Background: an optimization exercise with open tools, aiming at small area, a short achievable clock period and few clock cycles per item. Do not read the settings as production practice.
Function was checked by simulation only, so behaviour that the tests miss may differ from the original.

## flow/design.v

```verilog
`default_nettype none
package rpr_pkg;
	localparam int DEF_UP_FACTOR   = 80;
	localparam int DEF_DOWN_FACTOR = 441;
	localparam int DEF_TAPS        = 1025;
	localparam int DEF_COEF_BITS   = 18;
	localparam int SAMPLE_W = 16;
	localparam logic signed [SAMPLE_W-1:0] SAMPLE_MAX = 16'sh7fff;
	localparam logic signed [SAMPLE_W-1:0] SAMPLE_MIN = 16'sh8000;
endpackage
`default_nettype wire
`default_nettype none
module rational_polyphase_resampler_unit #(
	parameter int UP_FACTOR   = rpr_pkg::DEF_UP_FACTOR,
	parameter int DOWN_FACTOR = rpr_pkg::DEF_DOWN_FACTOR,
	parameter int TAPS        = rpr_pkg::DEF_TAPS,
	parameter int COEF_BITS   = rpr_pkg::DEF_COEF_BITS
) (
	input  wire logic                                 clk,
	input  wire logic                                 arst_n,
	input  wire logic                                 in_valid,
	output logic                                      in_ready,
	input  wire logic signed [rpr_pkg::SAMPLE_W-1:0]  left_in,
	input  wire logic signed [rpr_pkg::SAMPLE_W-1:0]  right_in,
	output logic                                      out_valid,
	input  wire logic                                 out_ready,
	output logic signed [rpr_pkg::SAMPLE_W-1:0]       left_out,
	output logic signed [rpr_pkg::SAMPLE_W-1:0]       right_out
);
	localparam int SW         = rpr_pkg::SAMPLE_W;
	localparam int HIST_DEPTH = (TAPS + UP_FACTOR - 1) / UP_FACTOR;
	localparam int HP_W       = (HIST_DEPTH > 1) ? $clog2(HIST_DEPTH) : 1;
	localparam int CNT_W      = $clog2(HIST_DEPTH + 1);
	localparam int TAP_W      = $clog2(TAPS + UP_FACTOR);
	localparam int TAP_IW     = $clog2(TAPS);
	localparam int PH_W       = $clog2(UP_FACTOR + DOWN_FACTOR);
	localparam int FRAC_W     = COEF_BITS - 1;
	localparam int PROD_W     = SW + COEF_BITS;
	localparam int ACC_W      = PROD_W + CNT_W;
	localparam logic signed [ACC_W-1:0] RND_BIAS = ACC_W'((1 << FRAC_W) - 1);
	localparam logic [1:0] ST_IDLE  = 2'd0;
	localparam logic [1:0] ST_MAC   = 2'd1;
	localparam logic [1:0] ST_DRAIN = 2'd2;
	function automatic logic signed [SW-1:0] finish_sample(input logic signed [ACC_W-1:0] acc);
		logic signed [ACC_W-1:0] biased;
		logic signed [ACC_W-1:0] quo;
		biased = acc + (acc[ACC_W-1] ? RND_BIAS : '0);
		quo    = biased >>> FRAC_W;
		if (quo > ACC_W'(rpr_pkg::SAMPLE_MAX)) begin
			finish_sample = rpr_pkg::SAMPLE_MAX;
		end else if (quo < ACC_W'(rpr_pkg::SAMPLE_MIN)) begin
			finish_sample = rpr_pkg::SAMPLE_MIN;
		end else begin
			finish_sample = $signed(quo[SW-1:0]);
		end
	endfunction
	logic signed [COEF_BITS-1:0] coef_rom [TAPS];
	initial begin
		$readmemh("rpr_coef.hex", coef_rom);
	end
	logic [2*SW-1:0] hist_mem [HIST_DEPTH];
	logic [1:0]        state_q;
	logic [HP_W-1:0]   ptr_q;
	logic [HP_W-1:0]   rd_ptr_q;
	logic [CNT_W-1:0]  fill_q;
	logic [CNT_W-1:0]  j_q;
	logic [TAP_W-1:0]  tap_q;
	logic [PH_W-1:0]   phase_q;
	logic              rd_v_s1;
	logic              mul_v_s2;
	logic [2*SW-1:0]   hist_rd_s1;
	logic              hist_ok_s1;
	logic signed [COEF_BITS-1:0] coef_s1;
	logic signed [PROD_W-1:0]    prod_l_s2;
	logic signed [PROD_W-1:0]    prod_r_s2;
	logic signed [ACC_W-1:0]     acc_l_q;
	logic signed [ACC_W-1:0]     acc_r_q;
	logic              out_valid_q;
	logic signed [SW-1:0] left_out_q;
	logic signed [SW-1:0] right_out_q;
	logic              in_fire;
	logic              due;
	logic              issue;
	logic              phase_low;
	logic              done;
	logic signed [SW-1:0] smp_l;
	logic signed [SW-1:0] smp_r;
	assign in_ready  = (state_q == ST_IDLE);
	assign in_fire   = in_valid && in_ready;
	assign phase_low = (phase_q < PH_W'(UP_FACTOR));
	assign due       = phase_low;
	assign issue     = (state_q == ST_MAC) && (tap_q < TAP_W'(TAPS));
	assign done      = (state_q == ST_DRAIN) && !rd_v_s1 && !mul_v_s2 && !phase_low
		&& (!out_valid_q || out_ready);
	assign out_valid = out_valid_q;
	assign left_out  = left_out_q;
	assign right_out = right_out_q;
	assign smp_l = hist_ok_s1 ? $signed(hist_rd_s1[2*SW-1:SW]) : '0;
	assign smp_r = hist_ok_s1 ? $signed(hist_rd_s1[SW-1:0]) : '0;
	always_ff @(posedge clk) begin
		if (in_fire) begin
			hist_mem[ptr_q] <= {left_in, right_in};
		end
		if (issue) begin
			hist_rd_s1 <= hist_mem[rd_ptr_q];
			coef_s1    <= coef_rom[tap_q[TAP_IW-1:0]];
			hist_ok_s1 <= (j_q < fill_q);
		end
	end
	always_ff @(posedge clk) begin
		if (rd_v_s1) begin
			prod_l_s2 <= smp_l * coef_s1;
			prod_r_s2 <= smp_r * coef_s1;
		end
		if (in_fire) begin
			acc_l_q <= '0;
			acc_r_q <= '0;
		end else if (mul_v_s2) begin
			acc_l_q <= acc_l_q + ACC_W'(prod_l_s2);
			acc_r_q <= acc_r_q + ACC_W'(prod_r_s2);
		end
	end
	always_ff @(posedge clk) begin
		if (done) begin
			left_out_q  <= finish_sample(acc_l_q);
			right_out_q <= finish_sample(acc_r_q);
		end
	end
	always_ff @(posedge clk or negedge arst_n) begin
		if (!arst_n) begin
			state_q     <= ST_IDLE;
			ptr_q       <= '0;
			rd_ptr_q    <= '0;
			fill_q      <= '0;
			j_q         <= '0;
			tap_q       <= '0;
			phase_q     <= '0;
			rd_v_s1     <= 1'b0;
			mul_v_s2    <= 1'b0;
			out_valid_q <= 1'b0;
		end else begin
			rd_v_s1  <= issue;
			mul_v_s2 <= rd_v_s1;
			if (out_valid_q && out_ready) begin
				out_valid_q <= 1'b0;
			end
			if (done) begin
				out_valid_q <= 1'b1;
			end
			case (state_q)
				ST_IDLE: begin
					if (in_fire) begin
						ptr_q    <= (ptr_q == HP_W'(HIST_DEPTH - 1)) ? '0 : ptr_q + 1'b1;
						rd_ptr_q <= ptr_q;
						if (fill_q != CNT_W'(HIST_DEPTH)) begin
							fill_q <= fill_q + 1'b1;
						end
						j_q   <= '0;
						tap_q <= TAP_W'(phase_q);
						if (due) begin
							phase_q <= phase_q + PH_W'(DOWN_FACTOR);
							state_q <= ST_MAC;
						end else begin
							phase_q <= phase_q - PH_W'(UP_FACTOR);
						end
					end
				end
				ST_MAC: begin
					if (phase_low) begin
						phase_q <= phase_q + PH_W'(DOWN_FACTOR);
					end
					if (issue) begin
						tap_q    <= tap_q + TAP_W'(UP_FACTOR);
						j_q      <= j_q + 1'b1;
						rd_ptr_q <= (rd_ptr_q == '0) ? HP_W'(HIST_DEPTH - 1) : rd_ptr_q - 1'b1;
					end else begin
						state_q <= ST_DRAIN;
					end
				end
				ST_DRAIN: begin
					if (phase_low) begin
						phase_q <= phase_q + PH_W'(DOWN_FACTOR);
					end
					if (done) begin
						phase_q <= phase_q - PH_W'(UP_FACTOR);
						state_q <= ST_IDLE;
					end
				end
				default: begin
					state_q <= ST_IDLE;
				end
			endcase
		end
	end
endmodule
`default_nettype wire
```

## flow/constraint.sdc

```tcl
create_clock -name core_clock -period 10.0 [get_ports {clk}]
set_input_delay 2.0000 -clock core_clock [delete_from_list [all_inputs] [get_ports {clk}]]
set_output_delay 2.0000 -clock core_clock [all_outputs]
set_load 0.01 [all_outputs]
```

## flow/config.mk

```make
export PLATFORM = sky130hd
export DESIGN_NAME = rational_polyphase_resampler_unit
export DESIGN_NICKNAME = rational_polyphase_resampler_unit
export VERILOG_FILES = /design/flow/design.v
export SDC_FILE = /design/flow/constraint.sdc
export NUM_CORES = 4
export LEC_CHECK = 0
export CAP_MARGIN = 20
export CORE_MARGIN = 2
export CORE_UTILIZATION = 40
export SLEW_MARGIN = 20
export SYNTH_MEMORY_MAX_BITS = 65536
```

## flow/rpr_coef.hex

```
3ff03
3ff06
3ff09
3ff0b
3ff0e
3ff11
3ff13
3ff16
3ff19
3ff1b
3ff1e
3ff20
3ff23
3ff25
3ff28
3ff2a
3ff2d
3ff2f
3ff32
3ff34
3ff37
3ff39
3ff3c
3ff3e
3ff41
3ff44
3ff46
3ff49
3ff4c
3ff4e
3ff51
3ff54
3ff57
3ff59
3ff5c
3ff5f
3ff62
3ff65
3ff68
3ff6c
3ff6f
3ff72
3ff75
3ff79
3ff7c
3ff80
3ff83
3ff87
3ff8b
3ff8f
3ff93
3ff97
3ff9b
3ff9f
3ffa4
3ffa8
3ffad
3ffb1
3ffb6
3ffbb
3ffc0
3ffc5
3ffca
3ffd0
3ffd5
3ffdb
3ffe1
3ffe7
3ffed
3fff3
3fff9
00000
00007
0000e
00015
0001c
00023
0002b
00032
0003a
00042
0004b
00053
0005c
00065
0006e
00077
00081
0008a
00094
0009e
000a9
000b3
000be
000c9
000d4
000e0
000ec
000f8
00104
00110
0011d
0012a
00137
00145
00153
00161
0016f
0017e
0018d
0019c
001ab
001bb
001cb
001db
001ec
001fd
0020e
00220
00232
00244
00257
00269
0027c
00290
002a4
002b8
002cc
002e1
002f6
0030c
00322
00338
0034e
00365
0037d
00394
003ac
003c5
003dd
003f6
00410
0042a
00444
0045f
0047a
00495
004b1
004cd
004e9
00506
00524
00541
0055f
0057e
0059d
005bc
005dc
005fc
0061d
0063e
0065f
00681
006a3
006c6
006e9
0070c
00730
00755
0077a
0079f
007c5
007eb
00811
00838
00860
00887
008b0
008d9
00902
0092b
00955
00980
009ab
009d6
00a02
00a2e
00a5b
00a88
00ab6
00ae4
00b13
00b42
00b71
00ba1
00bd2
00c03
00c34
00c66
00c98
00ccb
00cfe
00d31
00d65
00d9a
00dcf
00e04
00e3a
00e70
00ea7
00ede
00f16
00f4e
00f87
00fc0
00ff9
01033
0106d
010a8
010e3
0111f
0115b
01198
011d5
01212
01250
0128f
012ce
0130d
0134c
0138d
013cd
0140e
0144f
01491
014d3
01516
01559
0159d
015e1
01625
0166a
016af
016f4
0173a
01781
017c7
0180f
01856
0189e
018e6
0192f
01978
019c2
01a0c
01a56
01aa1
01aec
01b37
01b83
01bcf
01c1b
01c68
01cb5
01d03
01d50
01d9f
01ded
01e3c
01e8b
01edb
01f2a
01f7b
01fcb
0201c
0206d
020be
02110
02162
021b4
02207
02259
022ac
02300
02353
023a7
023fc
02450
024a5
024f9
0254f
025a4
025fa
0264f
026a5
026fc
02752
027a9
02800
02857
028ae
02906
0295d
029b5
02a0d
02a65
02abe
02b16
02b6f
02bc8
02c20
02c79
02cd3
02d2c
02d85
02ddf
02e38
02e92
02eec
02f46
02fa0
02ffa
03054
030ae
03108
03163
031bd
03218
03272
032cc
03327
03381
033dc
03436
03491
034eb
03546
035a0
035fb
03655
036af
0370a
03764
037be
03818
03872
038cc
03926
03980
039da
03a33
03a8d
03ae6
03b40
03b99
03bf2
03c4b
03ca3
03cfc
03d54
03dad
03e05
03e5c
03eb4
03f0c
03f63
03fba
04011
04068
040be
04114
0416a
041c0
04215
0426a
042bf
04314
04368
043bd
04410
04464
044b7
0450a
0455d
045af
04601
04652
046a4
046f5
04745
04795
047e5
04835
04884
048d2
04921
0496f
049bc
04a09
04a56
04aa2
04aee
04b39
04b84
04bcf
04c19
04c62
04cab
04cf4
04d3c
04d84
04dcb
04e12
04e58
04e9e
04ee3
04f28
04f6c
04fb0
04ff3
05035
05077
050b9
050fa
0513a
0517a
051b9
051f8
05236
05273
052b0
052ec
05328
05363
0539e
053d8
05411
0544a
05482
054b9
054f0
05526
0555b
05590
055c4
055f8
0562a
0565d
0568e
056bf
056ef
0571e
0574d
0577b
057a8
057d5
05801
0582c
05857
05881
058aa
058d2
058fa
05921
05947
0596c
05991
059b5
059d8
059fb
05a1c
05a3d
05a5d
05a7d
05a9c
05ab9
05ad7
05af3
05b0f
05b29
05b43
05b5d
05b75
05b8d
05ba4
05bba
05bcf
05be4
05bf8
05c0b
05c1d
05c2e
05c3f
05c4f
05c5e
05c6c
05c79
05c86
05c92
05c9d
05ca7
05cb0
05cb9
05cc0
05cc7
05ccd
05cd3
05cd7
05cdb
05cde
05ce0
05ce1
05ce1
05ce1
05ce0
05cde
05cdb
05cd7
05cd3
05ccd
05cc7
05cc0
05cb9
05cb0
05ca7
05c9d
05c92
05c86
05c79
05c6c
05c5e
05c4f
05c3f
05c2e
05c1d
05c0b
05bf8
05be4
05bcf
05bba
05ba4
05b8d
05b75
05b5d
05b43
05b29
05b0f
05af3
05ad7
05ab9
05a9c
05a7d
05a5d
05a3d
05a1c
059fb
059d8
059b5
05991
0596c
05947
05921
058fa
058d2
058aa
05881
05857
0582c
05801
057d5
057a8
0577b
0574d
0571e
056ef
056bf
0568e
0565d
0562a
055f8
055c4
05590
0555b
05526
054f0
054b9
05482
0544a
05411
053d8
0539e
05363
05328
052ec
052b0
05273
05236
051f8
051b9
0517a
0513a
050fa
050b9
05077
05035
04ff3
04fb0
04f6c
04f28
04ee3
04e9e
04e58
04e12
04dcb
04d84
04d3c
04cf4
04cab
04c62
04c19
04bcf
04b84
04b39
04aee
04aa2
04a56
04a09
049bc
0496f
04921
048d2
04884
04835
047e5
04795
04745
046f5
046a4
04652
04601
045af
0455d
0450a
044b7
04464
04410
043bd
04368
04314
042bf
0426a
04215
041c0
0416a
04114
040be
04068
04011
03fba
03f63
03f0c
03eb4
03e5c
03e05
03dad
03d54
03cfc
03ca3
03c4b
03bf2
03b99
03b40
03ae6
03a8d
03a33
039da
03980
03926
038cc
03872
03818
037be
03764
0370a
036af
03655
035fb
035a0
03546
034eb
03491
03436
033dc
03381
03327
032cc
03272
03218
031bd
03163
03108
030ae
03054
02ffa
02fa0
02f46
02eec
02e92
02e38
02ddf
02d85
02d2c
02cd3
02c79
02c20
02bc8
02b6f
02b16
02abe
02a65
02a0d
029b5
0295d
02906
028ae
02857
02800
027a9
02752
026fc
026a5
0264f
025fa
025a4
0254f
024f9
024a5
02450
023fc
023a7
02353
02300
022ac
02259
02207
021b4
02162
02110
020be
0206d
0201c
01fcb
01f7b
01f2a
01edb
01e8b
01e3c
01ded
01d9f
01d50
01d03
01cb5
01c68
01c1b
01bcf
01b83
01b37
01aec
01aa1
01a56
01a0c
019c2
01978
0192f
018e6
0189e
01856
0180f
017c7
01781
0173a
016f4
016af
0166a
01625
015e1
0159d
01559
01516
014d3
01491
0144f
0140e
013cd
0138d
0134c
0130d
012ce
0128f
01250
01212
011d5
01198
0115b
0111f
010e3
010a8
0106d
01033
00ff9
00fc0
00f87
00f4e
00f16
00ede
00ea7
00e70
00e3a
00e04
00dcf
00d9a
00d65
00d31
00cfe
00ccb
00c98
00c66
00c34
00c03
00bd2
00ba1
00b71
00b42
00b13
00ae4
00ab6
00a88
00a5b
00a2e
00a02
009d6
009ab
00980
00955
0092b
00902
008d9
008b0
00887
00860
00838
00811
007eb
007c5
0079f
0077a
00755
00730
0070c
006e9
006c6
006a3
00681
0065f
0063e
0061d
005fc
005dc
005bc
0059d
0057e
0055f
00541
00524
00506
004e9
004cd
004b1
00495
0047a
0045f
00444
0042a
00410
003f6
003dd
003c5
003ac
00394
0037d
00365
0034e
00338
00322
0030c
002f6
002e1
002cc
002b8
002a4
00290
0027c
00269
00257
00244
00232
00220
0020e
001fd
001ec
001db
001cb
001bb
001ab
0019c
0018d
0017e
0016f
00161
00153
00145
00137
0012a
0011d
00110
00104
000f8
000ec
000e0
000d4
000c9
000be
000b3
000a9
0009e
00094
0008a
00081
00077
0006e
00065
0005c
00053
0004b
00042
0003a
00032
0002b
00023
0001c
00015
0000e
00007
00000
3fff9
3fff3
3ffed
3ffe7
3ffe1
3ffdb
3ffd5
3ffd0
3ffca
3ffc5
3ffc0
3ffbb
3ffb6
3ffb1
3ffad
3ffa8
3ffa4
3ff9f
3ff9b
3ff97
3ff93
3ff8f
3ff8b
3ff87
3ff83
3ff80
3ff7c
3ff79
3ff75
3ff72
3ff6f
3ff6c
3ff68
3ff65
3ff62
3ff5f
3ff5c
3ff59
3ff57
3ff54
3ff51
3ff4e
3ff4c
3ff49
3ff46
3ff44
3ff41
3ff3e
3ff3c
3ff39
3ff37
3ff34
3ff32
3ff2f
3ff2d
3ff2a
3ff28
3ff25
3ff23
3ff20
3ff1e
3ff1b
3ff19
3ff16
3ff13
3ff11
3ff0e
3ff0b
3ff09
3ff06
3ff03
```

## flow/run.sh

```bash
#!/bin/bash
# synth_recipe.tcl (not shown) runs the flow's synth.tcl, then flattens the netlist and writes it again
# the make line also repeats each setting of config.mk as NAME=value (left out here)
make -C /OpenROAD-flow-scripts/flow DESIGN_CONFIG=/design/flow/config.mk WORK_HOME=/design/flow/orfs CLKGATE_MAP_FILE= SYNTH_SCRIPT=/design/flow/synth_recipe.tcl finish
```

==> results.txt <==
-- routing by layer --
layer | vias up | GRT usage
met1 | 25700 | 0.405
met4 | 26 | 0.154
met3 | 749 | 0.0745
met5 | - | 0
li1 | 22100 | -
met2 | 2810 | 0.434
-- cells in the final DEF, fill, tap and decap left out, drive strengths merged, types with 20 or more instances in the layout --
cell,count
o311ai,33
nor3,127
dfrtp,42
a21o,77
and2,50
a21oi,394
o22ai,37
nand2b,40
clkdlybuf4s50,68
nor2b,49
xnor2,88
fa,544
and3,277
edfxtp,565
inv,659
buf,154
ha,316
nand2,589
clkbuf,99
o21ai,383
nand4,30
o31ai,36
o221ai,27
o211ai,55
xor2,60
o21a,27
clkinv,38
a311oi,35
a211oi,86
or2,20
or3,26
dfxtp,76
nand3,125
a221oi,43
nor2,417
mux4,138
a31oi,87
mux2i,49
-- cell families (layout without fill, tap and decap cells) --
logic type	after synthesis	after routing	share of synthesized area
AND/OR/NAND/NOR	1801	1801	0.139
AO/OA/AOI/OAI	1493	1493	0.155
buffers and inverters	1091	1024	0.0680
adder cells (fa/ha/maj)	860	860	0.241
flip-flops	683	683	0.317
multiplexers	190	190	0.0590
XOR/XNOR	148	148	0.0210
other	0	10	0
-- flip-flops by register name, summed over array words and instances, names as in the netlist, 16 cells and up --
| signal | flops |
|---|---|
| prod_l_s2 | 34 |
| hist_mem | 416 |
| hist_rd_s1 | 32 |
| left_out_q | 16 |
| coef_s1 | 16 |
| acc_l_q | 38 |
| right_out_q | 16 |
| acc_r_q | 38 |
| prod_r_s2 | 34 |
-- area by class of cell --
type | instances | share of cell area
antenna | 10 | 0.000373
clock buffer | 99 | 0.0307
clock inverter | 43 | 0.00726
inverter | 660 | 0.0370
multi-input combinational | 4492 | 0.566
sequential | 683 | 0.292
tap | 2044 | 0.0381
timing repair buffer | 222 | 0.0283
-- worst max-delay path, stage by stage (launching register included) --
cell       delay [ns]
edfxtp_1         0.62
buf_12           0.52
and2_1           0.46
nand2_1          0.18
inv_1            0.16
fa_1             0.43
inv_1            0.10
fa_1             0.43
fa_1             0.53
inv_1            0.06
fa_1             0.49
fa_1             0.49
inv_1            0.05
fa_1             0.48
inv_1            0.05
ha_1             0.35
nand3_1          0.14
nor2_1           0.29
o2111ai_1        0.22
nand4_1          0.23
a2111oi_0        0.14
nor3_1           0.33
a31oi_1          0.22
or4b_2           0.66
nand4_1          0.10
-- stage by stage --
stage               utilization  instances
CTS                       0.437       8243
global placement          0.420       8100
global route              0.437       8245
finish                    0.437       8253
floorplan                     -       6266
detailed placement        0.420       8101
-- final timing paths --
check | from | endpoint | slack, ns | cells past startpoint
worst max-delay path | hist_ok_s1 | prod_l_s2[30] | 2.11 | 24
worst min register to register | acc_r_q[10] | acc_r_q[10] | 0.49 | 2
min in group asynchronous | arst_n | tap_q[1] | 1.41 | 2
worst min-delay path | acc_r_q[10] | acc_r_q[10] | 0.49 | 2
max in group asynchronous | arst_n | rd_ptr_q[1] | 8.06 | 2
worst max register to register | hist_ok_s1 | prod_l_s2[30] | 2.11 | 24
==> run_results.csv <==
group,metric,value,unit
route,first_pass_iters,12,
final_layout,multi_input_area,0.0380,sq mm
route,dr_wl_met2,99400,um
die,pin_count,70,
place,dp_hpwl,167000,um
setup_path,criticalPathCategory,"register to register",
place,place_area,0.0645,sq mm
timing,finalHoldViolations,0,
global_route,grt_pass1_wl,346000,um
logic_synthesis,ys_ff_latch,683,
logic_synthesis,yosysWarnings,1,
logic_synthesis,synth_most_common_cell,"inv_1",
global_route,antenna_found_initial,24,
timing,rsz0062_at_grt,"no",
setup_path,cp-end-kind,"register",
place,place.gp.congestion,1.06,
timing,max_slew_margin,0.185,
clock_tree,clock_latency,0.71,ns
die,rows,144,
setup_path,required,10.53,ns
place,io_buffers,69,
timing,min_period,7.89,ns
timing,fin_setup_tns,0,ns
final_layout,drive_above_1_share,0.0821,
final_layout,final_nets,7033,
clock_tree,root_buffer,"clkbuf_16",
route,drc,0,
logic_synthesis,synth_top_area_cell,"edfxtp_1",
setup_path,startpoint_type,"register",
logic_synthesis,synth.distinct_cells,94,
final_layout,area_growth,8.82,%
logic_synthesis,synth_fp_nets,7162,
route,viasPerCell,6.22,
final_layout,ff_latch_area,0.0196,sq mm
die,initial_core_util,0.401,
setup_path,path_max_fanout,205,
place,pre_cts_ws,2.20,ns
logic_synthesis,seq_area_frac_synth,0.317,
final_layout,fillers,14800,
logic_synthesis,synthCells,6266,
route,met1Wirelength,97100,um
global_route,grt_pass1_vias,50800,
clock_tree,cts_buffer_depth,3,
run_status,status,"timing/DRC/antenna clean",
route,vias,51300,
route,detail_route.wl_per_cell,28.5,um
die,core,0.154,sq mm
clock_tree,tritoncts,"built",
logic_synthesis,synth_flop_cell,"edfxtp_1",
route,ant_nets,0,
hold_path,hp-class,"register to register",
flow_run,cap_violations,0,
timing,post-route-period-util,0.789,
logic_synthesis,syn_area_per_cell,9.83,sq um
die,fp.dieW,396,um
route,routed_wl,235000,um
timing,fmax,0.127,GHz
clock_tree,clk_pin_slew,0.06,ns
timing,setup_violations,0,
logic_synthesis,syn-cell-area,0.0616,sq mm
die,die_area,0.157,sq mm
global_route,grt_use_total,0.296,
logic_synthesis,synth_top_area_share,0.275,
logic_synthesis,synth_edf_count,565,
clock_tree,hold_buffers,0,
clock_tree,postCtsSetupBuffers,0,
route,highest_layer,"met5",
final_layout,design_area,0.0670,sq mm
logic_synthesis,synth.cells.most_frequent,"inv_1, nand2_1, edfxtp_1",
global_route,grt_overflow_total,0,
timing,holdWs,0.495,ns
logic_synthesis,synth.area.top_cells,"edfxtp_1, fa_1, ha_1",
timing,fin_ws,2.11,ns
logic_synthesis,async_flop_share,0.0615,
clock_tree,cts_buffers,78,
setup_path,worstPathArrival,8.42,ns
die,fp.dieH,396,um
timing,fin_skew,0.0520,ns
clock_tree,cts_resized,0,
timing,worstMarginPinSlew,1.22,ns
route,met3_length,24000,um
global_route,grt_max_degree,206,
clock_tree,cts_sinks,683,
route,drt_iter0_markers,6980,
timing,report.final.slew_viol_count,0,
clock_tree,h-tree-depth,3,
Testbench counts, summed over its fixed seeds: cycles 61,920, frames 16,000.

afterwards: timing with drivers on the ports:
How much do the figures lean on ideal ports? The routed layout below was timed once more, with nothing changed but the port constraints. Step 1 assumes that a clkbuf_16 drives the clock port and a buf_2 every other input. Step 2 times the ports against the registers' clock, not the clock port: input delays grow and output delays shrink by t, the midpoint of the rising clock arrivals with the driver on. Slacks: ideal ports / drivers / drivers and shift; pairs: ideal ports / drivers.
t, ns: 0.763
setup slack, ns: 2.112 / 2.112 / 2.112
worst setup path at the end: register to register
slew at the worst register clock pin (ns): 0.06 / 0.06
After both steps this run still meets setup and hold. For this run, drivers alone change the setup slack by 0.000 ns; drivers and shift together by 0.000 ns.
